This is an optimization exercise on Yosys and OpenROAD, whose aim is small area and a short achievable clock period, not a production implementation. The RTL was checked by simulation tests, not by an equivalence proof against the original design. Power is estimated from default activity; no workload was simulated.

==> design/flow/design.v <==
package vstore_pkg;
    localparam logic [31:0]   RST_WORD = 32'hbeefdead;
    localparam logic [1023:0] RST_REP  = {32{RST_WORD}};
    function automatic logic [31:0] ptr_age(
        input logic [31:0] ptr,
        input logic [31:0] base,
        input int unsigned w
    );
        ptr_age = (ptr - base) & ((32'd1 << w) - 32'd1);
    endfunction
endpackage
module vstore_fwd
#(
    parameter int DEPTH  = 8,
    parameter int ADDR_W = 16,
    parameter int BE_W   = 4,
    parameter int IDX_W  = $clog2(DEPTH)
) (
    input  logic                        ld_en,
    input  logic [ADDR_W-1:0]           ld_addr,
    input  logic [BE_W-1:0]             ld_be,
    input  logic [IDX_W:0]              ld_tail,
    input  logic [IDX_W:0]              head,
    input  logic [DEPTH-1:0]            filled,
    input  logic [DEPTH-1:0][ADDR_W-1:0] e_addr,
    input  logic [DEPTH-1:0][BE_W-1:0]   e_be,
    input  logic [DEPTH-1:0][BE_W*8-1:0] e_data,
    output logic [BE_W-1:0]             ld_hit_be,
    output logic [BE_W*8-1:0]           ld_data,
    output logic                        ld_stall
);
    logic [DEPTH-1:0] ge_h, lt_t, inwin, eq;
    logic             wrap, stall, ok;
    always_comb begin
        wrap = ld_tail[IDX_W] ^ head[IDX_W];
        for (int i = 0; i < DEPTH; i++) begin
            ge_h[i]  = IDX_W'(i) >= head[IDX_W-1:0];
            lt_t[i]  = IDX_W'(i) <  ld_tail[IDX_W-1:0];
            inwin[i] = wrap ? (ge_h[i] | lt_t[i]) : (ge_h[i] & lt_t[i]);
            eq[i]    = e_addr[i] == ld_addr;
        end
        stall    = |(inwin & ~filled);
        ok       = ld_en && !stall;
        ld_stall = ld_en && stall;
    end
    for (genvar b = 0; b < BE_W; b++) begin : g_byte
        logic [DEPTH-1:0] m, mlo, mhi, sel;
        logic [7:0]       d;
        always_comb begin
            for (int i = 0; i < DEPTH; i++)
                m[i] = eq[i] && inwin[i] && e_be[i][b];
            mlo = m & lt_t;
            mhi = m & ~lt_t;
            for (int i = 0; i < DEPTH; i++)
                sel[i] = (|mlo) ? (mlo[i] && !(|(mlo >> (i + 1))))
                                : (mhi[i] && !(|(mhi >> (i + 1))));
            d = '0;
            for (int i = 0; i < DEPTH; i++)
                d = d | ({8{sel[i]}} & e_data[i][b*8 +: 8]);
            ld_hit_be[b]      = ok && ld_be[b] && (|m);
            ld_data[b*8 +: 8] = {8{ok && ld_be[b]}} & d;
        end
    end
endmodule
module vstore_buf
#(
    parameter int DEPTH  = 8,
    parameter int ADDR_W = 16,
    parameter int DATA_W = 32,
    parameter int BE_W   = DATA_W / 8,
    parameter int IDX_W  = $clog2(DEPTH)
) (
    input  logic              clk,
    input  logic              nrst,
    input  logic              flush,
    input  logic              alloc_en,
    output logic              alloc_ready,
    output logic [IDX_W-1:0]  alloc_idx,
    output logic [IDX_W:0]    tail_ptr,
    input  logic              fill_en,
    input  logic [IDX_W-1:0]  fill_idx,
    input  logic [ADDR_W-1:0] fill_addr,
    input  logic [BE_W-1:0]   fill_be,
    input  logic [DATA_W-1:0] fill_data,
    input  logic              commit_en,
    output logic              commit_err,
    input  logic              ld_en,
    input  logic [ADDR_W-1:0] ld_addr,
    input  logic [BE_W-1:0]   ld_be,
    input  logic [IDX_W:0]    ld_tail,
    output logic [BE_W-1:0]   ld_hit_be,
    output logic [DATA_W-1:0] ld_data,
    output logic              ld_stall,
    output logic              mem_req,
    output logic [ADDR_W-1:0] mem_addr,
    output logic [BE_W-1:0]   mem_be,
    output logic [DATA_W-1:0] mem_data,
    input  logic              mem_ack,
    output logic              empty,
    output logic [IDX_W:0]    count
);
    logic [IDX_W:0]                head, cmt, tail, cmt_nx, ucnt;
    logic [DEPTH-1:0]              filled, we, hsel;
    logic [DEPTH-1:0][ADDR_W-1:0]  e_addr;
    logic [DEPTH-1:0][BE_W-1:0]    e_be;
    logic [DEPTH-1:0][DATA_W-1:0]  e_data;
    logic                          full, alloc_fire, fill_go;
    logic                          commit_ok, drain;
    logic [IDX_W-1:0]              head_i, cmt_i, tail_i;
    assign head_i = head[IDX_W-1:0];
    assign cmt_i  = cmt[IDX_W-1:0];
    assign tail_i = tail[IDX_W-1:0];
    always_comb begin
        count       = tail - head;
        full        = count[IDX_W];
        empty       = (count == '0);
        alloc_ready = !full;
        alloc_idx   = tail_i;
        tail_ptr    = tail;
        alloc_fire  = alloc_en && !full && !flush;
        ucnt        = tail - cmt;
        fill_go     = fill_en && !flush && (IDX_W+1)'(IDX_W'(fill_idx - cmt_i)) < ucnt;
        for (int i = 0; i < DEPTH; i++)
            we[i] = fill_go && (fill_idx == IDX_W'(i));
        commit_ok   = commit_en && (cmt != tail) && filled[cmt_i];
        cmt_nx      = cmt + (IDX_W+1)'(commit_ok);
        mem_req     = (head != cmt);
        drain       = mem_req && mem_ack;
        for (int i = 0; i < DEPTH; i++)
            hsel[i] = mem_req && (head_i == IDX_W'(i));
        mem_addr    = '0;
        mem_be      = '0;
        mem_data    = '0;
        for (int i = 0; i < DEPTH; i++) begin
            mem_addr = mem_addr | ({ADDR_W{hsel[i]}} & e_addr[i]);
            mem_be   = mem_be   | ({BE_W{hsel[i]}}   & e_be[i]);
            mem_data = mem_data | ({DATA_W{hsel[i]}} & e_data[i]);
        end
    end
    always_ff @(posedge clk or negedge nrst) begin
        if (!nrst) begin
            head       <= '0;
            cmt        <= '0;
            tail       <= '0;
            commit_err <= 1'b0;
        end else begin
            head       <= head + (IDX_W+1)'(drain);
            cmt        <= cmt_nx;
            tail       <= flush ? cmt_nx : tail + (IDX_W+1)'(alloc_fire);
            commit_err <= commit_en && !commit_ok;
        end
    end
    always_ff @(posedge clk or negedge nrst) begin
        if (!nrst) begin
            filled <= '0;
        end else begin
            for (int i = 0; i < DEPTH; i++) begin
                if (alloc_fire && tail_i == IDX_W'(i))
                    filled[i] <= 1'b0;
                if (we[i])
                    filled[i] <= 1'b1;
            end
        end
    end
    always_ff @(posedge clk) begin
        for (int i = 0; i < DEPTH; i++) begin
            if (we[i]) begin
                e_addr[i] <= fill_addr;
                e_be[i]   <= fill_be;
                e_data[i] <= fill_data;
            end
        end
    end
    vstore_fwd #(
        .DEPTH  (DEPTH),
        .ADDR_W (ADDR_W),
        .BE_W   (BE_W),
        .IDX_W  (IDX_W)
    ) u_fwd (
        .ld_en     (ld_en),
        .ld_addr   (ld_addr),
        .ld_be     (ld_be),
        .ld_tail   (ld_tail),
        .head      (head),
        .filled    (filled),
        .e_addr    (e_addr),
        .e_be      (e_be),
        .e_data    (e_data),
        .ld_hit_be (ld_hit_be),
        .ld_data   (ld_data),
        .ld_stall  (ld_stall)
    );
endmodule
==> design/flow/run.sh <==
#!/bin/bash
# synth_recipe.tcl (not shown) runs the flow's synth.tcl, then flattens the netlist and writes it again
# the make line also repeats each setting of config.mk as NAME=value (left out here)
make -C /OpenROAD-flow-scripts/flow DESIGN_CONFIG=/design/flow/config.mk WORK_HOME=/design/flow/orfs CLKGATE_MAP_FILE= SYNTH_SCRIPT=/design/flow/synth_recipe.tcl finish
==> design/flow/config.mk <==
export PLATFORM = sky130hd
export DESIGN_NAME = vstore_buf
export DESIGN_NICKNAME = vstore_buf
export VERILOG_FILES = /design/flow/design.v
export SDC_FILE = /design/flow/constraint.sdc
export NUM_CORES = 4
export LEC_CHECK = 0
export CAP_MARGIN = 20
export CORE_MARGIN = 2
export CORE_UTILIZATION = 40
export SETUP_SLACK_MARGIN = 2
export SLEW_MARGIN = 20
==> design/flow/constraint.sdc <==
create_clock -name core_clock -period 9.0 [get_ports {clk}]
set_input_delay 1.8000 -clock core_clock [delete_from_list [all_inputs] [get_ports {clk}]]
set_output_delay 1.8000 -clock core_clock [all_outputs]
set_load 0.01 [all_outputs]
==> qor.json, run 1 <==
{
  "final_net_count": 2046,
  "required_ps": 7200,
  "whs_path_depth": 2,
  "htreeDepth": 2,
  "number_of_buffers_created_by_cts": 47,
  "fin_worst_skew_ps": 24.1,
  "fp.dieW_um": 238,
  "critical_path_buf_inv_count": 4,
  "grt_start_max_net_pins": 54,
  "rsz0062_at_grt": "true",
  "syn-cell-area_mm2": 0.0220,
  "gp_routability_congestion": 0.953,
  "period_needed_ps": 7030,
  "chipHeight_um": 238,
  "async_reset_ff_frac": 0.0481,
  "hold_path_startpoint": "filled[0]$_DFFE_PN0P_",
  "powerDensity_mw_per_mm2": 261,
  "ctsLongestPathBuffers": 3,
  "drtPass1Iterations": 6,
  "critical_path.max_stage_delay_ps": 590,
  "category_of_the_most_critical_setup_path": "input port to output port",
  "final_critical_path_setup_slack_ps": 1970,
  "cts_hold_buffers": 0,
  "port_buffers": 190,
  "clk_network_pwr_share": 0.259,
  "slew_violations": 0,
  "num_io_pins": 191,
  "floorplan.rows": 85,
  "post_synth_top_area_share": 0.568,
  "switching_power_uw": 2610,
  "final_layout_size_suffix_gt1_frac": 0.179,
  "ctsRootBufferMaster": "clkbuf_16",
  "rrSetupSlack_ps": 4560,
  "clock_insertion_delay_worst_skew_ps": 610,
  "clkSlewWorstSetupHoldPaths_ps": 60,
  "sw_frac_of_total": 0.360,
  "die_area_mm2": 0.0569,
  "cp_max_fo": 8,
  "synth-warning-count": 2,
  "maxClockFrequency_mhz": 142,
  "synth_nets": 1806,
  "seq_power_share": 0.351,
  "critPathLaunchType": "input port",
  "avgSynthCellArea_um2": 12.9,
  "synth-edff-count": 416,
  "ir_drop_uv": 173,
  "critical_path.endpoint_type": "output port",
  "cts_tree": "yes",
  "max_slew.worst_pin.slew_ps": 1150,
  "cts.sinks": 437,
  "synthDominantAreaCellType": "edfxtp_1",
  "synth_cell_type_count": 88,
  "timing.rr.end": "e_data[84]$_DFFE_PP_",
  "setup_viol": 0,
  "worst_path_dominant_cell_family": "buffers and inverters",
  "placedInstanceArea_mm2": 0.0248,
  "synth.ff_latch_count": 437,
  "tns_ps": 0,
  "max_cap_viol_count": 0,
  "pre_cts_ws_ps": 779,
  "internal-power_uw": 4630,
  "synth_area_leaders": "edfxtp_1, a22oi_1, xnor2_1",
  "initialDrtViolationCount": 2535,
  "power.leakage_uw": 0.00928,
  "worstPathCellList": "clkdlybuf4s15_2 > xnor2_1 > nand4_1 > nor4_4 > buf_4 > buf_4 > and2_1 > nand4_1 > o22ai_2 > a32oi_1 > a41oi_1 > clkdlybuf4s50_1",
  "grt_pass1_wl_um": 119000,
  "report.final.hold_viol_count": 0,
  "ys_dominant_reg_cell": "edfxtp_1",
  "holdCritPathClass": "flop to flop",
  "min_period_over_period": 0.781,
  "crit_cells": 12,
  "regToRegStartpoint": "tail[0]$_DFF_PN0_",
  "area_growth_syn_to_layout_pct": 26.2,
  "grt-ovfl-total": 0,
  "library_cell_contributing_the_largest_single_delay_on_the_critical_path": "clkdlybuf4s50_1",
  "comb_power_share": 0.390,
  "outcome": "timing/DRC/antenna clean",
  "route.detailed.vias_per_inst": 6.76,
  "core_mm2": 0.0541,
  "seq_area_frac_synth": 0.592,
  "totalWireLength_um": 82800,
  "final_std_cell_area_no_fill_mm2": 0.0277,
  "drc_errors": 0,
  "initial_utilization": 0.406,
  "first_global_vias": 17700,
  "via_count": 18100,
  "timing.slew.headroom": 0.232,
  "antenna_left": 0,
  "post_synth_inst_count": 1701,
  "hpwl_um": 50700,
  "worstRegToRegCells": 12,
  "globalRouteTotalUtil": 0.285,
  "avgRoutedWirePerCell_um": 30.9,
  "worst-endpoint-arrival_ps": 5230,
  "grt_antenna_before_repair": 5,
  "fill_cells": 4593,
  "worstHoldEndpoint": "filled[0]$_DFFE_PN0P_"
}
==> Yosys cell counts (all sizes together) (18+ instances only) <==
cell and count:
edfxtp 416, a22o 38, nand2 76, dfrtp 21, nor2 29, nand4 66
xor2 58, xnor2 86, a221oi 49, nand3 95, nand2b 18, and2 31
a21oi 19, a22oi 175, a41oi 43, and3 55, o21ai 22, nor3 20
a32oi 25, clkbuf 48, nor4 25, nor3b 18, buf 58, inv 35
==> per-layer routing <==
| layer | wire length (µm) | vias to the layer above | global-route usage | part of all wire |
|---|---|---|---|---|
| met4 | 3180 | 0 | 0.107 | 0.038 |
| met3 | 9010 | 260 | 0.0556 | 0.11 |
| met5 | 0 | - | 0 | 0 |
| met2 | 37300 | 1335 | 0.438 | 0.45 |
| met1 | 33200 | 9047 | 0.401 | 0.40 |
| li1 | - | 7471 | - | - |
==> cells by family (layout without fill, tap and decap cells) <==
| family | count (synthesis) | in the layout | share of synthesized area |
|---|---|---|---|
| AO/OA/AOI/OAI | 462 | 462 | 0.173 |
| XOR/XNOR | 144 | 144 | 0.0577 |
| adder cells (fa/ha/maj) | 23 | 24 | 0.0138 |
| buffers and inverters | 141 | 417 | 0.0286 |
| flip-flops | 437 | 437 | 0.592 |
| multiplexers | 20 | 20 | 0.0108 |
| other | 0 | 4 | 0 |
| AND/OR/NAND/NOR | 474 | 475 | 0.124 |
==> power by group through the flow <==
stage	sequential [µW]	combinational (µW)	clock [µW]
2_1_floorplan	2520	1370	0
3_3_place_gp	2580	2680	0
3_5_place_dp	2580	2690	0
4_1_cts	2540	2770	1890
5_1_grt	2560	2980	1970
6_report	2550	2830	1870
==> worst reg2reg max path, stage by stage, from the launching register on <==
cell and delay (ps):
dfrtp_1 480, inv_1 190, ha_1 170, inv_1 50, fa_1 470, inv_1 40
ha_1 270, a21o_1 150, a21oi_1 160, o211a_1 200, nor2b_1 250, and3_2 990
buf_4 630
==> per-stage QoR <==
stage / hold slack, ps / total power [µW] / instances / utilization
after detailed placement: 545 / 5270 / 2532 / 0.458
after floorplan: 482 / 3890 / 1701 / -
after global routing: 589 / 7500 / 2677 / 0.512
after CTS: 566 / 7200 / 2659 / 0.503
final: 568 / 7250 / 2679 / 0.512
after global placement: 528 / 5260 / 2532 / 0.458
==> state kept, by name, summed over array words and instances, names as in the netlist <==
name and flops:
e_data 256, e_be 32, cmt 4, commit_err 1
head 4, filled 8, tail 4, e_addr 128
==> layout make-up <==
class / count / area, µm² / area share
Sequential cell: 437 / 13000 / 0.469
Multi-Input combinational cell: 1125 / 9390 / 0.338
Timing Repair Buffer: 295 / 2850 / 0.103
Clock buffer: 58 / 1220 / 0.0439
Tap cell: 696 / 871 / 0.0314
Clock inverter: 29 / 254 / 0.00916
Inverter: 35 / 131 / 0.00474
Antenna cell: 4 / 10.0 / 0.000361
==> worst max-delay path by stage <==
stage           startpoint              endpoint
6_report        ld_addr[8]           ld_data[18]
5_1_grt        ld_addr[15]           ld_data[19]
4_1_cts         ld_tail[2]           ld_data[13]
3_5_place_dp    ld_tail[2]          ld_hit_be[3]
3_3_place_gp    ld_tail[2]          ld_hit_be[3]
2_1_floorplan  fill_idx[0]  e_addr[64]$_DFFE_PP_
==> layout by cell type, fill, tap and decap left out, types with 10 or more instances in the layout <==
cell / synthesis / routed
clkinv_1: 0 / 12
a41oi_2: 9 / 21
dlygate4sd2_1: 0 / 14
edfxtp_1: 416 / 416
nand2_1: 75 / 70
a41oi_1: 34 / 19
clkbuf_1: 47 / 11
dlymetal6s2s_1: 0 / 13
and3_1: 55 / 50
ha_1: 15 / 15
mux2_2: 10 / 10
xnor2_1: 85 / 76
xor2_1: 58 / 55
a21oi_1: 16 / 14
buf_12: 0 / 12
o21ai_0: 18 / 18
nand2b_1: 18 / 18
and2_1: 29 / 27
clkdlybuf4s50_1: 0 / 147
nand3_1: 95 / 90
nor3_1: 17 / 12
nor2_1: 29 / 18
nor4_4: 1 / 10
clkdlybuf4s15_2: 0 / 10
nand4_1: 66 / 66
buf_4: 11 / 87
nor3b_1: 17 / 14
inv_1: 35 / 35
a22o_1: 38 / 38
a221oi_1: 49 / 49
a22oi_1: 175 / 171
a32oi_1: 25 / 21
clkbuf_16: 0 / 47
dfrtp_1: 21 / 21
==> what timing repair did <==
action	4_1_cts	5_1_grt
resized for setup	163	79
endpoints found under the setup margin	36	31
setup buffers	37	15
pin swaps	18	19
gates cloned	3	0
==> run 2, diff against run 1 <==
--- a/design/flow/config.mk
+++ b/design/flow/config.mk
@@ -9,4 +9,4 @@
 export CORE_MARGIN = 2
 export CORE_UTILIZATION = 40
-export SETUP_SLACK_MARGIN = 2
+export SETUP_SLACK_MARGIN = 3.5
 export SLEW_MARGIN = 20
==> run 2 against run 1 <==
Net effect: worst setup slack improved by 750 ps; register-to-register slack improved by 620 ps; core utilization increased by 5.6 points; first-iteration DRC count increased by 4.9%; die area unchanged; total power increased by 5.1%; cell area increased by 11%; clock power increased by 2%; still clean on timing, DRC and antenna; global-route usage increased by 1.4 points; synthesized cell count unchanged.
==> qor.json, run 2 <==
{
  "outcome": {"value": "timing/DRC/antenna clean", "change": "unchanged"},
  "initial_utilization": {"value": 0.406, "change": "unchanged"},
  "critical_path.endpoint_type": {"value": "output port", "change": "unchanged"},
  "category_of_the_most_critical_setup_path": {"value": "input port to output port", "change": "unchanged"},
  "report.final.hold_viol_count": {"value": 0, "change": "unchanged"},
  "avgSynthCellArea": {"value": 12.9, "unit": "µm²", "change": "unchanged"},
  "synth_xor_area_frac": {"value": 0.0577, "change": "unchanged"},
  "timing.slew.headroom": {"value": 0.268, "change": "was 0.232"},
  "synth_area_leaders": {"value": "edfxtp_1, a22oi_1, xnor2_1", "change": "unchanged"},
  "synth_cell_type_count": {"value": 88, "change": "unchanged"},
  "cts.sinks": {"value": 437, "change": "unchanged"},
  "htreeDepth": {"value": 2, "change": "unchanged"},
  "fill_cells": {"value": 4251, "change": "was 4593"},
  "synth_fa_ha_area_frac": {"value": 0.0138, "change": "unchanged"},
  "grt-ovfl-total": {"value": 0, "change": "unchanged"},
  "number_of_buffers_created_by_cts": {"value": 47, "change": "unchanged"},
  "holdCritPathClass": {"value": "flop to flop", "change": "unchanged"},
  "grt_pass1_wl": {"value": 125000, "unit": "µm", "change": "was 119000 µm"},
  "min_period_over_period": {"value": 0.699, "change": "was 0.781"},
  "powerDensity": {"value": 247, "unit": "mW/mm²", "change": "was 261 mW/mm²"},
  "antennaDiodeCount": {"value": 0, "change": "was 4"},
  "post_synth_inst_count": {"value": 1701, "change": "unchanged"},
  "initialDrtViolationCount": {"value": 2658, "change": "was 2535"},
  "area_growth_syn_to_layout": {"value": 40.1, "unit": "%", "change": "was 26.2%"},
  "rsz0062_at_grt": {"value": "true", "change": "unchanged"},
  "ctsLongestPathBuffers": {"value": 3, "change": "unchanged"},
  "seq_area_frac_synth": {"value": 0.592, "change": "unchanged"},
  "async_reset_ff_frac": {"value": 0.0481, "change": "unchanged"},
  "fp.dieW": {"value": 238, "unit": "µm", "change": "unchanged"},
  "final_layout_size_suffix_gt1_frac": {"value": 0.322, "change": "was 0.179"},
  "muxShareOfSynthArea": {"value": 0.0108, "change": "unchanged"},
  "synth_nets": {"value": 1806, "change": "unchanged"},
  "globalRouteTotalUtil": {"value": 0.299, "change": "was 0.285"},
  "number_of_flip_flops_in_the_largest_register": {"value": 256, "change": "unchanged"},
  "synth_top_family_by_area": {"value": "compound AO/OA/AOI/OAI gates", "change": "unchanged"},
  "drtPass1Iterations": {"value": 6, "change": "unchanged"},
  "netlist_top_cells_count": {"value": "edfxtp_1, a22oi_1, nand3_1, xnor2_1, nand2_1", "change": "unchanged"},
  "max_slew.worst_pin.slew": {"value": 1100, "unit": "ps", "change": "was 1150 ps"},
  "ir_drop": {"value": 179, "unit": "µV", "change": "was 173 µV"},
  "route.detailed.vias_per_inst": {"value": 6.71, "change": "was 6.76"},
  "synth.ff_latch_count": {"value": 437, "change": "unchanged"},
  "slew_violations": {"value": 0, "change": "unchanged"},
  "synthSimpleGateAreaFrac": {"value": 0.124, "change": "unchanged"},
  "ys_dominant_reg_cell": {"value": "edfxtp_1", "change": "unchanged"},
  "hold_ws": {"value": 545, "unit": "ps", "change": "was 568 ps"},
  "setup_viol": {"value": 0, "change": "unchanged"},
  "synthDominantAreaCellType": {"value": "edfxtp_1", "change": "unchanged"},
  "totalWireLength": {"value": 87200, "unit": "µm", "change": "was 82800 µm"},
  "critPathLaunchType": {"value": "input port", "change": "unchanged"},
  "via_count": {"value": 18900, "change": "was 18100"},
  "clkSlewWorstSetupHoldPaths": {"value": 60, "unit": "ps", "change": "about the same"},
  "core": {"value": 0.0541, "unit": "mm²", "change": "unchanged"},
  "required": {"value": 7200, "unit": "ps", "change": "about the same"},
  "synth-edff-count": {"value": 416, "change": "unchanged"},
  "synth_compound_gate_area_share": {"value": 0.173, "change": "unchanged"},
  "die_area": {"value": 0.0569, "unit": "mm²", "change": "unchanged"},
  "worst-endpoint-arrival": {"value": 4490, "unit": "ps", "change": "was 5230 ps"},
  "first_global_vias": {"value": 18600, "change": "was 17700"},
  "most_flop_heavy_register": {"value": "e_data", "change": "unchanged"},
  "gp_routability_congestion": {"value": 0.934, "change": "was 0.953"},
  "ctsRootBufferMaster": {"value": "clkbuf_16", "change": "unchanged"},
  "antenna_left": {"value": 0, "change": "unchanged"},
  "hpwl": {"value": 51400, "unit": "µm", "change": "was 50700 µm"},
  "clock_insertion_delay_worst_skew": {"value": 620, "unit": "ps", "change": "was 610 ps"},
  "port_buffers": {"value": 190, "change": "unchanged"},
  "chipHeight": {"value": 238, "unit": "µm", "change": "unchanged"},
  "avgRoutedWirePerCell": {"value": 31.0, "unit": "µm", "change": "was 30.9 µm"},
  "power.leakage": {"value": 0.0103, "unit": "µW", "change": "was 0.00928 µW"},
  "drc_errors": {"value": 0, "change": "unchanged"},
  "cp_max_fo": {"value": 8, "change": "unchanged"},
  "largestRegisters": {"value": "e_data: 256 flops, e_addr: 128 flops, e_be: 32 flops", "change": "unchanged"},
  "period_needed": {"value": 6290, "unit": "ps", "change": "was 7030 ps"},
  "layout.cells.most_common": {"value": "edfxtp_1", "change": "unchanged"},
  "grt_antenna_before_repair": {"value": 3, "change": "was 5"},
  "synth-warning-count": {"value": 2, "change": "unchanged"},
  "num_io_pins": {"value": 191, "change": "unchanged"},
  "post_synth_top_area_share": {"value": 0.568, "change": "unchanged"},
  "grt_start_max_net_pins": {"value": 54, "change": "unchanged"},
  "utilization": {"value": 0.569, "change": "was 0.512"},
  "fin_worst_skew": {"value": 41.3, "unit": "ps", "change": "was 24.1 ps"},
  "tns": {"value": 0, "unit": "ps", "change": "unchanged"},
  "final_cell_mix": {"value": "edfxtp_1, a22oi_1, buf_4", "change": "was edfxtp_1, a22oi_1, clkdlybuf4s50_1"},
  "floorplan.rows": {"value": 85, "change": "unchanged"},
  "register_area": {"value": 0.0130, "unit": "mm²", "change": "about the same"},
  "max_cap_viol_count": {"value": 0, "change": "unchanged"},
  "cts_tree": {"value": "yes", "change": "unchanged"},
  "syn-cell-area": {"value": 0.0220, "unit": "mm²", "change": "unchanged"},
  "maxClockFrequency": {"value": 159, "unit": "MHz", "change": "was 142 MHz"},
  "yosys.cell_count.top_type": {"value": "edfxtp_1", "change": "unchanged"},
  "multiInputGateArea": {"value": 0.0111, "unit": "mm²", "change": "was 0.00939 mm²"},
  "final_net_count": {"value": 2183, "change": "was 2046"}
}
## run 2: cells by family after synthesis
group,count (synthesis)
fa+ha+maj,23
xor+xnor,144
simple gates,474
flops,437
mux,20
buf+inv,141
compound gates,462
## run 2: what timing repair did
| action | 4_1_cts | 5_1_grt |
|---|---|---|
| gates cloned | 12 | 2 |
| endpoints found under the hold margin | 0 | 0 |
| hold buffers | 0 | 0 |
| setup buffers | 148 | 35 |
| gates resized for setup | 553 | 119 |
| pin swaps | 146 | 80 |
| endpoints found under the setup margin | 308 | 281 |
## run 2: through the flow
| step | area (µm²) | worst slack, ps | cells | total power [µW] |
|---|---|---|---|---|
| 2_1_floorplan | 22800 | 2980 | 1701 | 3940 |
| 3_3_place_gp | 25400 | 1070 | 2528 | 5300 |
| 3_5_place_dp | 25400 | 1120 | 2528 | 5310 |
| 4_1_cts | 29900 | 2650 | 2772 | 7530 |
| 5_1_grt | 30800 | 2600 | 2809 | 7870 |
| 6_report | 30800 | 2710 | 2809 | 7620 |
## run 2: final timing paths
path / cells past startpoint / startpoint / slack (ps) / endpoint
hold reg to reg: 2 / filled[5]$_DFFE_PN0P_ / 540 / filled[5]$_DFFE_PN0P_
setup reg to reg: 12 / tail[0]$_DFF_PN0_ / 5180 / e_data[124]$_DFFE_PP_
setup / recovery: 14 / ld_addr[7] / 2710 / ld_data[17]
hold / removal: 2 / filled[5]$_DFFE_PN0P_ / 540 / filled[5]$_DFFE_PN0P_
max in group asynchronous: 1 / nrst / 7460 / head[1]$_DFF_PN0_
min in group asynchronous: 1 / nrst / 1140 / head[0]$_DFF_PN0_
## run 2: final cells by class
cell class,instances,area share
repair buffers,421,0.136
clock inverters,27,0.00866
inverters,35,0.00439
multi-input cells,1136,0.359
flip-flops and latches,437,0.423
well taps,696,0.0283
clock buffers,57,0.0401
## run 2: layer usage
| layer | vias to the layer above | track usage | share of wire |
|---|---|---|---|
| met5 | - | 0 | 0.00044 |
| met4 | 6 | 0.138 | 0.054 |
| met3 | 335 | 0.0606 | 0.10 |
| met2 | 1347 | 0.475 | 0.46 |
| met1 | 9397 | 0.394 | 0.38 |
| li1 | 7772 | - | - |
## run 2: critical path, stage by stage
cell and delay (ps):
buf_12 130, xor2_2 200, nor4_4 280, buf_4 210, and4_4 340, buf_4 170
a32oi_4 160, nand3_4 170, buf_4 130, a21oi_4 30, buf_12 150, a221oi_1 370
a41oi_2 160, buf_2 160
## run 2: power by group
group	total, µW	internal (µW)	switching (µW)	leakage (µW)
logic	3150	1390	1760	0.00559
clock network	1910	1090	819	0.000719
registers	2560	2390	172	0.00400
==> run 3, diff against run 2 <==
==> design/flow/flow/run.sh (new file) <==
#!/bin/bash
# Own layout flow: the standard synthesis unchanged, then the standard
# ORFS layout with the ports buffered by plain buffers (buf_2) instead of
# the delay buffers buffer_ports would pick, and delay cells kept out of
# the resizer's choices. Each make run logs to a file of its own here.
set -uo pipefail
cd "$(dirname "$0")/.."
bash standard.sh synth > flow_synth.log 2>&1 || exit 1
export DONT_USE_CELLS="sky130_fd_sc_hd__clkdlybuf4s* sky130_fd_sc_hd__dlygate4sd*"
bash standard.sh "BUFFER_PORTS_ARGS=-buffer_cell sky130_fd_sc_hd__buf_2" finish > flow_layout.log 2>&1 || exit 1
==> design/flow/standard.sh (new file) <==
#!/bin/bash
# synth_recipe.tcl (not shown) runs the flow's synth.tcl, then flattens the netlist and writes it again
# the make line also repeats each setting of config.mk as NAME=value (left out here)
make -C /OpenROAD-flow-scripts/flow DESIGN_CONFIG=/design/flow/config.mk WORK_HOME=/design/flow/orfs CLKGATE_MAP_FILE= SYNTH_SCRIPT=/design/flow/synth_recipe.tcl "${@:-finish}"
--- a/design/flow/config.mk
+++ b/design/flow/config.mk
@@ -9,4 +9,4 @@
 export CORE_MARGIN = 2
 export CORE_UTILIZATION = 40
-export SETUP_SLACK_MARGIN = 3.5
+export SETUP_SLACK_MARGIN = 3
 export SLEW_MARGIN = 20
removed: design/flow/run.sh
==> run 3 against run 2 <==
Net effect: first-iteration DRC count decreased by 3.8%; total power decreased by 8.0%; via count fell by 1.6%; sequential power is essentially flat; wire length fell by 2.1%; largest power group unchanged; die area unchanged; still clean on timing, DRC and antenna; synthesized cell count is the same; cell area shrank 5.9%; worst setup slack gained 18 ps.
==> qor.json, run 3 <==
{
  "outcome": {"value": "timing/DRC/antenna clean", "change": "unchanged"},
  "via_count": {"value": 18600, "change": "was 18900"},
  "critical_path_buf_inv_count": {"value": 6, "change": "unchanged"},
  "chipHeight": {"value": 238, "unit": "µm", "change": "unchanged"},
  "avgRoutedWirePerCell": {"value": 31.1, "unit": "µm", "change": "was 31.0 µm"},
  "critical_path.endpoint_type": {"value": "output port", "change": "unchanged"},
  "clkSlewWorstSetupHoldPaths": {"value": 60, "unit": "ps", "change": "about the same"},
  "met1_usage": {"value": 0.405, "change": "was 0.394"},
  "htreeDepth": {"value": 2, "change": "unchanged"},
  "report.final.hold_viol_count": {"value": 0, "change": "unchanged"},
  "most_flop_heavy_register": {"value": "e_data", "change": "unchanged"},
  "max_cap_viol_count": {"value": 0, "change": "unchanged"},
  "worstPathCellList": {"value": "buf_12 > xnor2_4 > nand4_1 > nor4_4 > buf_6 > buf_4 > buf_4 > a32oi_4 > nand4_1 > a21oi_4 > buf_12 > a222oi_1 > a41oi_1 > buf_2", "change": "was buf_12 > xor2_2 > nor4_4 > buf_4 > and4_4 > buf_4 > a32oi_4 > nand3_4 > buf_4 > a21oi_4 > buf_12 > a221oi_1 > a41oi_2 > buf_2"},
  "clock_insertion_delay_worst_skew": {"value": 590, "unit": "ps", "change": "was 620 ps"},
  "globalRouteTotalUtil": {"value": 0.293, "change": "was 0.299"},
  "async_reset_ff_frac": {"value": 0.0481, "change": "unchanged"},
  "hpwl": {"value": 50600, "unit": "µm", "change": "was 51400 µm"},
  "layout.cells.most_common": {"value": "edfxtp_1", "change": "unchanged"},
  "power.leakage": {"value": 0.00984, "unit": "µW", "change": "was 0.0103 µW"},
  "initialDrtViolationCount": {"value": 2557, "change": "was 2658"},
  "port_buffers": {"value": 190, "change": "unchanged"},
  "synth-warning-count": {"value": 2, "change": "unchanged"},
  "globalRouteMet2Util": {"value": 0.447, "change": "was 0.475"},
  "rsz0062_at_grt": {"value": "true", "change": "unchanged"},
  "powerDensity": {"value": 242, "unit": "mW/mm²", "change": "was 247 mW/mm²"},
  "syn-cell-area": {"value": 0.0220, "unit": "mm²", "change": "unchanged"},
  "yosys.cell_count.top_type": {"value": "edfxtp_1", "change": "unchanged"},
  "number_of_buffers_created_by_cts": {"value": 48, "change": "was 47"},
  "synth-edff-count": {"value": 416, "change": "unchanged"},
  "avgSynthCellArea": {"value": 12.9, "unit": "µm²", "change": "unchanged"},
  "max_slew.worst_pin.slew": {"value": 1130, "unit": "ps", "change": "was 1100 ps"},
  "area_growth_syn_to_layout": {"value": 31.8, "unit": "%", "change": "was 40.1%"},
  "library_cell_contributing_the_largest_single_delay_on_the_critical_path": {"value": "a222oi_1", "change": "was a221oi_1"},
  "post-layout-total-power": {"value": 7010, "unit": "µW", "change": "was 7620 µW"},
  "setup_viol": {"value": 0, "change": "unchanged"},
  "fp.dieW": {"value": 238, "unit": "µm", "change": "unchanged"},
  "tns": {"value": 0, "unit": "ps", "change": "unchanged"},
  "required": {"value": 7200, "unit": "ps", "change": "about the same"},
  "final_std_cell_area_no_fill": {"value": 0.0290, "unit": "mm²", "change": "was 0.0308 mm²"},
  "final_net_count": {"value": 2114, "change": "was 2183"},
  "drtPass1Iterations": {"value": 8, "change": "was 6"},
  "category_of_the_most_critical_setup_path": {"value": "input port to output port", "change": "unchanged"},
  "grt-ovfl-total": {"value": 0, "change": "unchanged"},
  "worst-endpoint-arrival": {"value": 4470, "unit": "ps", "change": "was 4490 ps"},
  "fill_cells": {"value": 4415, "change": "was 4251"},
  "holdCritPathClass": {"value": "flop to flop", "change": "unchanged"},
  "ys_dominant_reg_cell": {"value": "edfxtp_1", "change": "unchanged"},
  "ctsRootBufferMaster": {"value": "clkbuf_16", "change": "unchanged"},
  "totalWireLength": {"value": 85400, "unit": "µm", "change": "was 87200 µm"},
  "fin_worst_skew": {"value": 10.2, "unit": "ps", "change": "was 41.3 ps"},
  "grt.busiest_layer": {"value": "met2", "change": "unchanged"},
  "regToRegStartpoint": {"value": "tail[0]$_DFF_PN0_", "change": "unchanged"},
  "timing.slew.headroom": {"value": 0.247, "change": "was 0.268"},
  "synth_area_leaders": {"value": "edfxtp_1, a22oi_1, xnor2_1", "change": "unchanged"},
  "floorplan.rows": {"value": 85, "change": "unchanged"},
  "post_synth_inst_count": {"value": 1701, "change": "unchanged"},
  "grt_util_met3": {"value": 0.0620, "change": "was 0.0606"},
  "cts_hold_buffers": {"value": 0, "change": "unchanged"},
  "die_area": {"value": 0.0569, "unit": "mm²", "change": "unchanged"},
  "hold_path_startpoint": {"value": "cmt[3]$_DFF_PN0_", "change": "was filled[5]$_DFFE_PN0P_"},
  "critPathLaunch": {"value": "ld_addr[11]", "change": "was ld_addr[7]"},
  "post_synth_top_area_share": {"value": 0.568, "change": "unchanged"},
  "largestRegisters": {"value": "e_data: 256 flops, e_addr: 128 flops, e_be: 32 flops", "change": "unchanged"},
  "route.detailed.vias_per_inst": {"value": 6.76, "change": "was 6.71"},
  "ir_drop": {"value": 190, "unit": "µV", "change": "was 179 µV"},
  "slew_violations": {"value": 0, "change": "unchanged"},
  "cts_tree": {"value": "yes", "change": "unchanged"},
  "grt_start_max_net_pins": {"value": 54, "change": "unchanged"},
  "netlist_top_cells_count": {"value": "edfxtp_1, a22oi_1, nand3_1, xnor2_1, nand2_1", "change": "unchanged"},
  "antenna_left": {"value": 0, "change": "unchanged"},
  "placedInstanceArea": {"value": 0.0237, "unit": "mm²", "change": "was 0.0254 mm²"},
  "first_global_vias": {"value": 18200, "change": "was 18600"},
  "num_io_pins": {"value": 191, "change": "unchanged"},
  "min_period_over_period": {"value": 0.697, "change": "was 0.699"},
  "maxClockFrequency": {"value": 159, "unit": "MHz", "change": "about the same"},
  "ctsLongestPathBuffers": {"value": 3, "change": "unchanged"},
  "grt_antenna_before_repair": {"value": 4, "change": "was 3"},
  "critPathLaunchType": {"value": "input port", "change": "unchanged"},
  "final_layout_size_suffix_gt1_frac": {"value": 0.356, "change": "was 0.322"},
  "synth.ff_latch_count": {"value": 437, "change": "unchanged"},
  "cts.sinks": {"value": 437, "change": "unchanged"},
  "seq_area_frac_synth": {"value": 0.592, "change": "unchanged"},
  "final_cell_mix": {"value": "edfxtp_1, buf_2, a22oi_1", "change": "was edfxtp_1, a22oi_1, buf_4"},
  "synth_cell_type_count": {"value": 88, "change": "unchanged"},
  "grt_pass1_wl": {"value": 123000, "unit": "µm", "change": "was 125000 µm"},
  "critical_path.max_stage_delay": {"value": 410, "unit": "ps", "change": "was 370 ps"},
  "worst_path_dominant_cell_family": {"value": "buffers and inverters", "change": "unchanged"},
  "rrSetupSlack": {"value": 4530, "unit": "ps", "change": "was 5180 ps"},
  "cp_max_fo": {"value": 8, "change": "unchanged"},
  "period_needed": {"value": 6270, "unit": "ps", "change": "was 6290 ps"},
  "gp_routability_congestion": {"value": 0.938, "change": "was 0.934"},
  "initial_utilization": {"value": 0.406, "change": "unchanged"},
  "drc_errors": {"value": 0, "change": "unchanged"},
  "core": {"value": 0.0541, "unit": "mm²", "change": "unchanged"},
  "synthDominantAreaCellType": {"value": "edfxtp_1", "change": "unchanged"},
  "number_of_flip_flops_in_the_largest_register": {"value": 256, "change": "unchanged"},
  "synth_nets": {"value": 1806, "change": "unchanged"}
}
[run 3: cell counts after synthesis]
No cell type changed its count.
[run 3: stage by stage]
stage | hold WS [ps] | util | worst slack, ps | std cells
after floorplan | 482 | - | 1500 | 1701
after global placement | 551 | 0.438 | 1730 | 2517
after detailed placement | 568 | 0.438 | 1760 | 2517
after CTS | 588 | 0.511 | 2680 | 2703
after global routing | 620 | 0.535 | 2680 | 2740
final | 588 | 0.535 | 2730 | 2744
[run 3: path summary, 6_finish.rpt]
check	endpoint	depth (start not counted)
max	ld_data[8]	14
min	cmt[3]$_DFF_PN0_	1
max reg2reg	e_data[28]$_DFFE_PP_	12
min reg2reg	cmt[3]$_DFF_PN0_	1
max in group asynchronous	filled[4]$_DFFE_PN0P_	1
min in group asynchronous	tail[3]$_DFF_PN0_	1
[run 3: per-layer routing]
layer / share of wire / wire (µm)
met1: 0.39 / 33200
met2: 0.45 / 38500
met3: 0.12 / 9890
met4: 0.045 / 3840
met5: 0 / 0
[run 3: timing repair]
item	4_1_cts	5_1_grt
endpoints found under the setup margin	36	36
pin swaps	100	91
hold endpoints to repair	0	0
cloned	5	3
buffers inserted	97	33
resized for setup	302	156
[run 3: layout make-up]
cell class	count	area, µm²	area share
flip-flops and latches	437	13000	0.449
multi-input cells	1129	10800	0.371
diodes	5	12.5	0.000432
clock buffers	62	1270	0.0440
inverters	35	131	0.00453
repair buffers	358	2760	0.0951
well taps	696	871	0.0301
clock inverters	22	149	0.00514
[run 3: power by group]
group / leakage, µW / internal (µW) / switching [µW]
Clock: 0.000698 / 1050 / 795
Combinational: 0.00514 / 939 / 1660
Sequential: 0.00401 / 2390 / 177
Total: 0.00984 / 4380 / 2630
[run 3: kinds of logic after synthesis]
| group | Yosys count | share of synthesized area |
|---|---|---|
| AOI/OAI and AO/OA | 462 | 0.173 |
| xor gates and xnor gates | 144 | 0.0577 |
| adders and majority gates | 23 | 0.0138 |
| buffers and inverters | 141 | 0.0286 |
| DFF | 437 | 0.592 |
| muxes | 20 | 0.0108 |
| and+or+nand+nor | 474 | 0.124 |
==> run 4, diff against run 3 <==
--- a/design/flow/design.v
+++ b/design/flow/design.v
@@ -44,15 +44,19 @@
         ld_stall = ld_en && stall;
     end
+    logic [DEPTH-1:0] yng [DEPTH];
+    always_comb
+        for (int i = 0; i < DEPTH; i++)
+            for (int j = 0; j < DEPTH; j++)
+                if (j > i)      yng[i][j] = !(ge_h[j] && !ge_h[i]);
+                else if (j < i) yng[i][j] = ge_h[i] && !ge_h[j];
+                else            yng[i][j] = 1'b0;
     for (genvar b = 0; b < BE_W; b++) begin : g_byte
-        logic [DEPTH-1:0] m, mlo, mhi, sel;
+        logic [DEPTH-1:0] m, sel;
         logic [7:0]       d;
         always_comb begin
             for (int i = 0; i < DEPTH; i++)
                 m[i] = eq[i] && inwin[i] && e_be[i][b];
-            mlo = m & lt_t;
-            mhi = m & ~lt_t;
             for (int i = 0; i < DEPTH; i++)
-                sel[i] = (|mlo) ? (mlo[i] && !(|(mlo >> (i + 1))))
-                                : (mhi[i] && !(|(mhi >> (i + 1))));
+                sel[i] = m[i] && !(|(m & yng[i]));
             d = '0;
             for (int i = 0; i < DEPTH; i++)
--- a/design/flow/config.mk
+++ b/design/flow/config.mk
@@ -8,5 +8,8 @@
 export CAP_MARGIN = 20
 export CORE_MARGIN = 2
-export CORE_UTILIZATION = 40
-export SETUP_SLACK_MARGIN = 3
+export CORE_UTILIZATION = 60
+export CTS_CLUSTER_DIAMETER = 80
+export CTS_CLUSTER_SIZE = 25
+export PLACE_DENSITY = 0.75
+export SETUP_SLACK_MARGIN = 2.5
 export SLEW_MARGIN = 20
==> run 4 against run 3 <==
Net effect: area after synthesis shrank 0.93%; global-route usage grew 8.7 points; clock power shrank 35%; non-clock buffer count shrank 94; total power shrank 6.7%; cell count shrank 17%; hold slack lost 14 ps; clock-buffer cell count shrank 34; worst setup slack lost 240 ps; critical path depth shrank 4; critical path type unchanged; critical endpoint is now ld_data[27]; largest power group unchanged; highest routed layer is now met5.
==> qor.json, run 4 <==
{
  "outcome": {"value": "timing/DRC/antenna clean", "change": "unchanged"},
  "most_flop_heavy_register": {"value": "e_data", "change": "unchanged"},
  "switching_power": {"value": 2690, "unit": "µW", "change": "was 2630 µW"},
  "rsz0062_at_grt": {"value": "true", "change": "unchanged"},
  "drc_errors": {"value": 0, "change": "unchanged"},
  "final_layout_size_suffix_gt1_frac": {"value": 0.246, "change": "was 0.356"},
  "worst-endpoint-arrival": {"value": 4710, "unit": "ps", "change": "was 4470 ps"},
  "worstPathCellList": {"value": "buf_2 > xnor2_4 > nor3_1 > nand2_1 > a32oi_2 > a2111oi_4 > buf_4 > a22oi_1 > a41oi_2 > buf_2", "change": "was buf_12 > xnor2_4 > nand4_1 > nor4_4 > buf_6 > buf_4 > buf_4 > a32oi_4 > nand4_1 > a21oi_4 > buf_12 > a222oi_1 > a41oi_1 > buf_2"},
  "post-layout-total-power": {"value": 6540, "unit": "µW", "change": "was 7010 µW"},
  "route.detailed.vias_per_inst": {"value": 7.71, "change": "was 6.76"},
  "number_of_flip_flops_in_the_largest_register": {"value": 256, "change": "unchanged"},
  "post_synth_top_area_share": {"value": 0.574, "change": "was 0.568"},
  "avgSynthCellArea": {"value": 13.5, "unit": "µm²", "change": "was 12.9 µm²"},
  "cp_max_fo": {"value": 9, "change": "was 8"},
  "grt_start_max_net_pins": {"value": 54, "change": "unchanged"},
  "die_area": {"value": 0.0378, "unit": "mm²", "change": "was 0.0569 mm²"},
  "clock_insertion_delay_worst_skew": {"value": 580, "unit": "ps", "change": "was 590 ps"},
  "max_slew.worst_pin.slew": {"value": 1150, "unit": "ps", "change": "was 1130 ps"},
  "min_period_over_period": {"value": 0.723, "change": "was 0.697"},
  "totalWireLength": {"value": 74200, "unit": "µm", "change": "was 85400 µm"},
  "grt_antenna_before_repair": {"value": 2, "change": "was 4"},
  "ys_dominant_reg_cell": {"value": "edfxtp_1", "change": "unchanged"},
  "grt-ovfl-total": {"value": 0, "change": "unchanged"},
  "largestRegisters": {"value": "e_data: 256 flops, e_addr: 128 flops, e_be: 32 flops", "change": "unchanged"},
  "comb_power_share": {"value": 0.425, "change": "was 0.371"},
  "antenna_left": {"value": 0, "change": "unchanged"},
  "fp.dieW": {"value": 195, "unit": "µm", "change": "was 238 µm"},
  "clk_network_pwr_share": {"value": 0.184, "change": "was 0.263"},
  "htreeDepth": {"value": 1, "change": "was 2"},
  "detailroute.wirelength.met3": {"value": 11400, "unit": "µm", "change": "was 9890 µm"},
  "seq_area_frac_synth": {"value": 0.598, "change": "was 0.592"},
  "gp_routability_congestion": {"value": 1.05, "change": "was 0.938"},
  "powerDensity": {"value": 263, "unit": "mW/mm²", "change": "was 242 mW/mm²"},
  "port_buffers": {"value": 190, "change": "unchanged"},
  "antennaDiodeCount": {"value": 0, "change": "was 5"},
  "synth_area_leaders": {"value": "edfxtp_1, a222oi_1, xnor2_1", "change": "was edfxtp_1, a22oi_1, xnor2_1"},
  "top_layer_used": {"value": "met5", "change": "was met4"},
  "routedLengthMet1": {"value": 26600, "unit": "µm", "change": "was 33200 µm"},
  "synth-warning-count": {"value": 3, "change": "was 2"},
  "sw_frac_of_total": {"value": 0.411, "change": "was 0.376"},
  "cts_tree": {"value": "yes", "change": "unchanged"},
  "wl_met2": {"value": 33100, "unit": "µm", "change": "was 38500 µm"},
  "synth_cell_type_count": {"value": 94, "change": "was 88"},
  "chipHeight": {"value": 195, "unit": "µm", "change": "was 238 µm"},
  "final_cell_mix": {"value": "edfxtp_1, buf_2, xnor2_1, a222oi_1, nand3_1", "change": "was edfxtp_1, buf_2, a22oi_1"},
  "ctsRootBufferMaster": {"value": "clkbuf_16", "change": "unchanged"},
  "holdCritPathClass": {"value": "flop to flop", "change": "unchanged"},
  "slew_violations": {"value": 0, "change": "unchanged"},
  "seq_power_share": {"value": 0.391, "change": "was 0.366"},
  "power.leakage": {"value": 0.00826, "unit": "µW", "change": "was 0.00984 µW"},
  "required": {"value": 7200, "unit": "ps", "change": "about the same"},
  "post_synth_inst_count": {"value": 1610, "change": "was 1701"},
  "fin_worst_skew": {"value": 20.2, "unit": "ps", "change": "was 10.2 ps"},
  "internal-power": {"value": 3850, "unit": "µW", "change": "was 4380 µW"},
  "utilization": {"value": 0.697, "change": "was 0.535"},
  "report.final.hold_viol_count": {"value": 0, "change": "unchanged"},
  "final_net_count": {"value": 1915, "change": "was 2114"},
  "synth_nets": {"value": 1722, "change": "was 1806"},
  "hpwl": {"value": 45200, "unit": "µm", "change": "was 50600 µm"},
  "critical_path.max_stage_delay": {"value": 860, "unit": "ps", "change": "was 410 ps"},
  "via_count": {"value": 17600, "change": "was 18600"},
  "grt_pass1_wl": {"value": 107000, "unit": "µm", "change": "was 123000 µm"},
  "synth-edff-count": {"value": 416, "change": "unchanged"},
  "synth.ff_latch_count": {"value": 437, "change": "unchanged"},
  "max_cap_viol_count": {"value": 0, "change": "unchanged"},
  "number_of_buffers_created_by_cts": {"value": 24, "change": "was 48"},
  "initial_utilization": {"value": 0.611, "change": "was 0.406"},
  "initialDrtViolationCount": {"value": 3428, "change": "was 2557"},
  "async_reset_ff_frac": {"value": 0.0481, "change": "unchanged"},
  "globalRouteTotalUtil": {"value": 0.380, "change": "was 0.293"},
  "core": {"value": 0.0357, "unit": "mm²", "change": "was 0.0541 mm²"},
  "layout.cells.most_common": {"value": "edfxtp_1", "change": "unchanged"},
  "num_io_pins": {"value": 191, "change": "unchanged"},
  "clkSlewWorstSetupHoldPaths": {"value": 90, "unit": "ps", "change": "was 60 ps"},
  "critical_path.endpoint_type": {"value": "output port", "change": "unchanged"},
  "critPathLaunchType": {"value": "input port", "change": "unchanged"},
  "cts.sinks": {"value": 437, "change": "unchanged"},
  "area_growth_syn_to_layout": {"value": 14.1, "unit": "%", "change": "was 31.8%"},
  "avgRoutedWirePerCell": {"value": 32.6, "unit": "µm", "change": "was 31.1 µm"},
  "maxClockFrequency": {"value": 154, "unit": "MHz", "change": "was 159 MHz"},
  "category_of_the_most_critical_setup_path": {"value": "input port to output port", "change": "unchanged"},
  "tns": {"value": 0, "unit": "ps", "change": "unchanged"},
  "setup_viol": {"value": 0, "change": "unchanged"},
  "yosys.cell_count.top_type": {"value": "edfxtp_1", "change": "unchanged"},
  "drtPass1Iterations": {"value": 13, "change": "was 8"},
  "timing.slew.headroom": {"value": 0.234, "change": "was 0.247"},
  "synthDominantAreaCellType": {"value": "edfxtp_1", "change": "unchanged"},
  "netlist_top_cells_count": {"value": "edfxtp_1, xnor2_1, a222oi_1, nand3_1, a22oi_1", "change": "was edfxtp_1, a22oi_1, nand3_1, xnor2_1, nand2_1"},
  "ctsLongestPathBuffers": {"value": 3, "change": "unchanged"},
  "critical-path-top-cell-by-count": "buf_2",
  "syn-cell-area": {"value": 0.0218, "unit": "mm²", "change": "was 0.0220 mm²"},
  "first_global_vias": {"value": 17100, "change": "was 18200"},
  "period_needed": {"value": 6510, "unit": "ps", "change": "was 6270 ps"},
  "cts_hold_buffers": {"value": 0, "change": "unchanged"},
  "ir_drop": {"value": 216, "unit": "µV", "change": "was 190 µV"},
  "library_cell_contributing_the_largest_single_delay_on_the_critical_path": {"value": "nor3_1", "change": "was a222oi_1"},
  "floorplan.rows": {"value": 69, "change": "was 85"}
}
==> run 4: cell types whose count changed after synthesis, sizes merged, moves of 28 or more <==
cell / previous run / this run
a222oi: 6 / 124
xor2: 58 / 9
a221oi: 49 / 4
a22oi: 175 / 87
nand3: 95 / 123
xnor2: 86 / 139
and3: 55 / 23
a22o: 38 / 4
==> run 4: stage by stage <==
step                instances  setup WS, ps  cell area (µm²)  hold WS [ps]
finish                   2278          2490            24900           573
global route             2278          2420            24900           615
CTS                      2270          2400            24400           570
detailed placement       2197          1690            23200           537
global placement         2197          1760            23200           537
floorplan                1610          1550            21800           489
==> run 4: logic make-up (layout without fill, tap and decap cells) <==
| family | after synthesis | in the layout | share of synthesized area |
|---|---|---|---|
| flops | 437 | 437 | 0.598 |
| buf+inv | 135 | 342 | 0.0288 |
| fa+ha+maj | 30 | 30 | 0.0180 |
| compound gates | 430 | 430 | 0.177 |
| mux | 4 | 4 | 0.00310 |
| xor+xnor | 148 | 148 | 0.0599 |
| simple gates | 426 | 426 | 0.116 |
==> run 4: area by class of cell <==
class                   count  area (µm²)
repair buffers            264        1590
clock buffers              28         647
multi-input cells        1038        8770
flip-flops and latches    437       13000
fillers                  2463       10800
inverters                  38         143
well taps                 461         577
clock inverters            12         109
==> run 4: final timing paths <==
check | startpoint | end | slack [ps] | cells past startpoint
max | ld_tail[3] | ld_data[27] | 2490 | 10
min | cmt[3]$_DFF_PN0_ | cmt[3]$_DFF_PN0_ | 570 | 1
max reg2reg | tail[0]$_DFF_PN0_ | e_data[147]$_DFFE_PP_ | 4600 | 12
min reg2reg | cmt[3]$_DFF_PN0_ | cmt[3]$_DFF_PN0_ | 570 | 1
max in group asynchronous | nrst | head[1]$_DFF_PN0_ | 7440 | 1
min in group asynchronous | nrst | cmt[0]$_DFF_PN0_ | 1180 | 1
==> run 4: timing repair <==
item / CTS / global route
pin swaps: 18 / 13
gates resized for setup: 32 / 76
setup buffers: 33 / 7
gates cloned: 0 / 1
setup endpoints to repair: 36 / 35
==> run 4: per-layer routing <==
metal | track usage | up-vias
li1 | - | 7118
met3 | 0.0887 | 303
met2 | 0.590 | 1676
met4 | 0.152 | 4
met5 | 0 | -
met1 | 0.521 | 8453
==> run 4: critical path, delay by kind of cell <==
kind / cells / cell delay [ps]
buf+inv: 3 / 530
simple gates: 2 / 1270
compound gates: 4 / 870
xor+xnor: 1 / 220
==> run 4: power groups by stage <==
stage | combinational [µW] | clock (µW) | sequential (µW)
CTS | 2640 | 1210 | 2550
floorplan | 1600 | 0 | 2540
global placement | 2580 | 0 | 2590
detailed placement | 2590 | 0 | 2600
finish | 2780 | 1200 | 2560
global route | 2900 | 1270 | 2580
==> run 5, diff against run 4 <==
--- a/design/flow/config.mk
+++ b/design/flow/config.mk
@@ -14,2 +14,3 @@
 export SETUP_SLACK_MARGIN = 2.5
 export SLEW_MARGIN = 20
+export TNS_END_PERCENT = 5
==> run 5 against run 4 <==
Net effect: still clean; combinational power hardly changed; die area stayed put; first-iteration DRC count is 7.1% lower; clock skew is 7.3 ps higher; critical endpoint is now ld_data[30]; largest cell class unchanged; largest power group unchanged.
==> qor.json, run 5 <==
{
  "initialDrtViolationCount": {"value": 3184, "change": "was 3428"},
  "gp_routability_congestion": {"value": 1.05, "change": "about the same"},
  "hpwl": {"value": 45400, "unit": "µm", "change": "was 45200 µm"},
  "cp_max_fo": {"value": 9, "change": "unchanged"},
  "required": {"value": 7200, "unit": "ps", "change": "about the same"},
  "timing.rr.end": {"value": "e_data[7]$_DFFE_PP_", "change": "was e_data[147]$_DFFE_PP_"},
  "tns": {"value": 0, "unit": "ps", "change": "unchanged"},
  "number_of_buffers_created_by_cts": {"value": 24, "change": "unchanged"},
  "htreeDepth": {"value": 1, "change": "unchanged"},
  "synth_cell_type_count": {"value": 94, "change": "unchanged"},
  "timing.slew.headroom": {"value": 0.266, "change": "was 0.234"},
  "clock_insertion_delay_worst_skew": {"value": 590, "unit": "ps", "change": "was 580 ps"},
  "min_period_over_period": {"value": 0.728, "change": "was 0.723"},
  "first_global_vias": {"value": 17400, "change": "was 17100"},
  "syn-cell-area": {"value": 0.0218, "unit": "mm²", "change": "unchanged"},
  "layout.cells.most_common": {"value": "edfxtp_1", "change": "unchanged"},
  "fp.dieW": {"value": 195, "unit": "µm", "change": "unchanged"},
  "grt_antenna_before_repair": {"value": 3, "change": "was 2"},
  "critPathLaunch": {"value": "ld_tail[3]", "change": "unchanged"},
  "ctsLongestPathBuffers": {"value": 3, "change": "unchanged"},
  "avgSynthCellArea": {"value": 13.5, "unit": "µm²", "change": "unchanged"},
  "ctsRootBufferMaster": {"value": "clkbuf_16", "change": "unchanged"},
  "powerDensity": {"value": 265, "unit": "mW/mm²", "change": "was 263 mW/mm²"},
  "grt-ovfl-total": {"value": 0, "change": "unchanged"},
  "fin_worst_skew": {"value": 27.5, "unit": "ps", "change": "was 20.2 ps"},
  "port_buffers": {"value": 190, "change": "unchanged"},
  "route.detailed.vias_per_inst": {"value": 7.67, "change": "was 7.71"},
  "synth_area_leaders": {"value": "edfxtp_1, a222oi_1, xnor2_1", "change": "unchanged"},
  "chipHeight": {"value": 195, "unit": "µm", "change": "unchanged"},
  "core": {"value": 0.0357, "unit": "mm²", "change": "unchanged"},
  "async_reset_ff_frac": {"value": 0.0481, "change": "unchanged"},
  "post_synth_inst_count": {"value": 1610, "change": "unchanged"},
  "outcome": {"value": "timing/DRC/antenna clean", "change": "unchanged"},
  "maxClockFrequency": {"value": 153, "unit": "MHz", "change": "was 154 MHz"},
  "floorplan.rows": {"value": 69, "change": "unchanged"},
  "final_net_count": {"value": 1909, "change": "was 1915"},
  "totalWireLength": {"value": 73700, "unit": "µm", "change": "was 74200 µm"},
  "num_io_pins": {"value": 191, "change": "unchanged"},
  "setup_viol": {"value": 0, "change": "unchanged"},
  "grt_pass1_wl": {"value": 108000, "unit": "µm", "change": "was 107000 µm"},
  "clkSlewWorstSetupHoldPaths": {"value": 100, "unit": "ps", "change": "was 90 ps"},
  "cts_tree": {"value": "yes", "change": "unchanged"},
  "fill_cells": {"value": 2490, "change": "was 2463"},
  "netlist_top_cells_count": {"value": "edfxtp_1, xnor2_1, a222oi_1, nand3_1, a22oi_1", "change": "unchanged"},
  "final_std_cell_area_no_fill": {"value": 0.0246, "unit": "mm²", "change": "was 0.0249 mm²"},
  "regToRegStartpoint": {"value": "tail[0]$_DFF_PN0_", "change": "unchanged"},
  "holdCritPathClass": {"value": "flop to flop", "change": "unchanged"},
  "avgRoutedWirePerCell": {"value": 32.4, "unit": "µm", "change": "was 32.6 µm"},
  "max_slew.worst_pin.slew": {"value": 1100, "unit": "ps", "change": "was 1150 ps"},
  "max_cap_viol_count": {"value": 0, "change": "unchanged"},
  "critPathLaunchType": {"value": "input port", "change": "unchanged"},
  "antenna_left": {"value": 0, "change": "unchanged"},
  "rsz0062_at_grt": {"value": "true", "change": "unchanged"},
  "post_synth_top_area_share": {"value": 0.574, "change": "unchanged"},
  "via_count": {"value": 17400, "change": "was 17600"},
  "grt_start_max_net_pins": {"value": 54, "change": "unchanged"},
  "synth-edff-count": {"value": 416, "change": "unchanged"},
  "globalRouteTotalUtil": {"value": 0.381, "change": "was 0.380"},
  "synthDominantAreaCellType": {"value": "edfxtp_1", "change": "unchanged"},
  "ir_drop": {"value": 279, "unit": "µV", "change": "was 216 µV"},
  "cts_hold_buffers": {"value": 0, "change": "unchanged"},
  "crit_path_end": {"value": "ld_data[30]", "change": "was ld_data[27]"},
  "slew_violations": {"value": 0, "change": "unchanged"},
  "drtPass1Iterations": {"value": 10, "change": "was 13"},
  "area_growth_syn_to_layout": {"value": 12.9, "unit": "%", "change": "was 14.1%"},
  "yosys.cell_count.top_type": {"value": "edfxtp_1", "change": "unchanged"},
  "report.final.hold_viol_count": {"value": 0, "change": "unchanged"},
  "synth.ff_latch_count": {"value": 437, "change": "unchanged"},
  "rrSetupSlack": {"value": 4910, "unit": "ps", "change": "was 4600 ps"},
  "cts.sinks": {"value": 437, "change": "unchanged"},
  "period_needed": {"value": 6550, "unit": "ps", "change": "was 6510 ps"},
  "worstRegToRegCells": {"value": 13, "change": "was 12"},
  "final_layout_size_suffix_gt1_frac": {"value": 0.228, "change": "was 0.246"},
  "number_of_flip_flops_in_the_largest_register": {"value": 256, "change": "unchanged"},
  "worst-endpoint-arrival": {"value": 4750, "unit": "ps", "change": "was 4710 ps"},
  "largestRegisters": {"value": "e_data: 256 flops, e_addr: 128 flops, e_be: 32 flops", "change": "unchanged"},
  "category_of_the_most_critical_setup_path": {"value": "input port to output port", "change": "unchanged"},
  "most_flop_heavy_register": {"value": "e_data", "change": "unchanged"},
  "power.leakage": {"value": 0.00811, "unit": "µW", "change": "was 0.00826 µW"},
  "final_cell_mix": {"value": "edfxtp_1, buf_2, xnor2_1", "change": "was edfxtp_1, buf_2, xnor2_1, a222oi_1, nand3_1"},
  "synth-warning-count": {"value": 3, "change": "unchanged"},
  "synth_nets": {"value": 1722, "change": "unchanged"},
  "drc_errors": {"value": 0, "change": "unchanged"},
  "critical_path.endpoint_type": {"value": "output port", "change": "unchanged"},
  "ys_dominant_reg_cell": {"value": "edfxtp_1", "change": "unchanged"},
  "placedInstanceArea": {"value": 0.0232, "unit": "mm²", "change": "about the same"},
  "die_area": {"value": 0.0378, "unit": "mm²", "change": "unchanged"},
  "initial_utilization": {"value": 0.611, "change": "unchanged"},
  "seq_area_frac_synth": {"value": 0.598, "change": "unchanged"}
}
[run 5: changes by cell type in the layout (fill, tap and decap cells not counted), sizes merged]
cell | before | now
clkbuf | 33 | 29
buf | 259 | 257
clkinv | 6 | 4
diode | 0 | 2
clkinvlp | 1 | 0
inv | 43 | 44
[run 5: worst min-delay path by stage]
stage / depth (start not counted) / slack (ps) / to / from
after floorplan: 2 / 490 / filled[7]$_DFFE_PN0P_ / filled[7]$_DFFE_PN0P_
after global placement: 2 / 530 / filled[1]$_DFFE_PN0P_ / filled[1]$_DFFE_PN0P_
after detailed placement: 2 / 550 / filled[0]$_DFFE_PN0P_ / filled[0]$_DFFE_PN0P_
after CTS: 2 / 570 / filled[0]$_DFFE_PN0P_ / filled[0]$_DFFE_PN0P_
after global routing: 1 / 600 / cmt[3]$_DFF_PN0_ / cmt[3]$_DFF_PN0_
final: 2 / 570 / filled[0]$_DFFE_PN0P_ / filled[0]$_DFFE_PN0P_
[run 5: worst max-delay path: stages]
cell,delay [ps]
buf_2,150
xnor2_4,420
nor3_1,300
a31oi_2,450
o22ai_1,230
a2111oi_4,690
a222oi_1,210
a41oi_1,310
buf_2,190
[run 5: final cells by class]
type | count | area, µm² | share of cell area
multi-input cells | 1038 | 8570 | 0.348
flip-flops and latches | 437 | 13000 | 0.529
diodes | 2 | 5.00 | 0.000203
well taps | 461 | 577 | 0.0234
clock buffers | 28 | 637 | 0.0259
clock inverters | 10 | 106 | 0.00432
repair buffers | 258 | 1540 | 0.0627
inverters | 38 | 143 | 0.00580
[run 5: power breakdown]
group / leakage [µW] / internal [µW] / switching, µW
Sequential: 0.00400 / 2400 / 161
Clock: 0.000365 / 528 / 669
Combinational: 0.00375 / 911 / 1860
[run 5: logic make-up (layout without fill, tap and decap cells)]
logic type / after synthesis / count (layout) / share of synthesized area
AO/OA/AOI/OAI: 430 / 430 / 0.177
XOR/XNOR: 148 / 148 / 0.0599
adder cells (fa/ha/maj): 30 / 30 / 0.0180
buffers and inverters: 135 / 334 / 0.0288
flip-flops: 437 / 437 / 0.598
multiplexers: 4 / 4 / 0.00310
other: 0 / 2 / 0
AND/OR/NAND/NOR: 426 / 426 / 0.116
[run 5: stage by stage]
stage          worst slack, ps  utilization  hold slack, ps  total power (µW)  std cells
2_1_floorplan             1190            -             489              4140       1610
3_3_place_gp              1900        0.650             530              5180       2196
3_5_place_dp              1710        0.650             547              5230       2196
4_1_cts                   2480        0.682             568              6430       2260
5_1_grt                   2450        0.690             595              6740       2270
6_report                  2450        0.690             569              6530       2272
[run 5: layer usage]
| layer | track usage | part of all wire | vias to the layer above |
|---|---|---|---|
| li1 | - | - | 7105 |
| met5 | 0 | 0.00020 | - |
| met4 | 0.168 | 0.047 | 4 |
| met3 | 0.0973 | 0.14 | 329 |
| met2 | 0.591 | 0.45 | 1574 |
| met1 | 0.512 | 0.36 | 8408 |
[run 5: repair_timing]
item / 4_1_cts / 5_1_grt
hold endpoints to repair: 0 / 0
gates resized for setup: 24 / 39
endpoints found under the setup margin: 36 / 36
pin swaps: 14 / 11
setup buffers: 26 / 10

[static timing again, ports no longer ideal]
How much do the figures lean on ideal ports? The routed layouts below were timed once more, with nothing changed but the port constraints. Step 1: set_driving_cell puts a clkbuf_16 on clk and a buf_2 on each other input, an assumption about the parent block. Step 2 moves the port delays by t, midway between the first and last clock arrival at a register: inputs arrive t later, outputs are due t later. That takes back most of the time a late clock gives input paths. a / b / c = ideal ports / drivers / drivers and shift; a / b = the first two.
| run | t (ns) | setup WS [ns] | slew at the worst register clock pin (ns) |
|---|---|---|---|
| run 1 | 0.657 | 1.967 / 1.926 / 1.926 | 0.07 / 0.07 |
| run 2 | 0.657 | 2.712 / 2.631 / 2.631 | 0.07 / 0.07 |
| run 3 | 0.645 | 2.730 / 2.654 / 2.654 | 0.06 / 0.06 |
| run 4 | 0.627 | 2.491 / 2.469 / 2.469 | 0.10 / 0.10 |
| run 5 | 0.631 | 2.450 / 2.428 / 2.428 | 0.10 / 0.10 |
After both steps setup and hold are still met in every run listed. The setup slack of run 2, which loses most, moves by -0.081 ns with the drivers and by -0.081 ns with both steps.
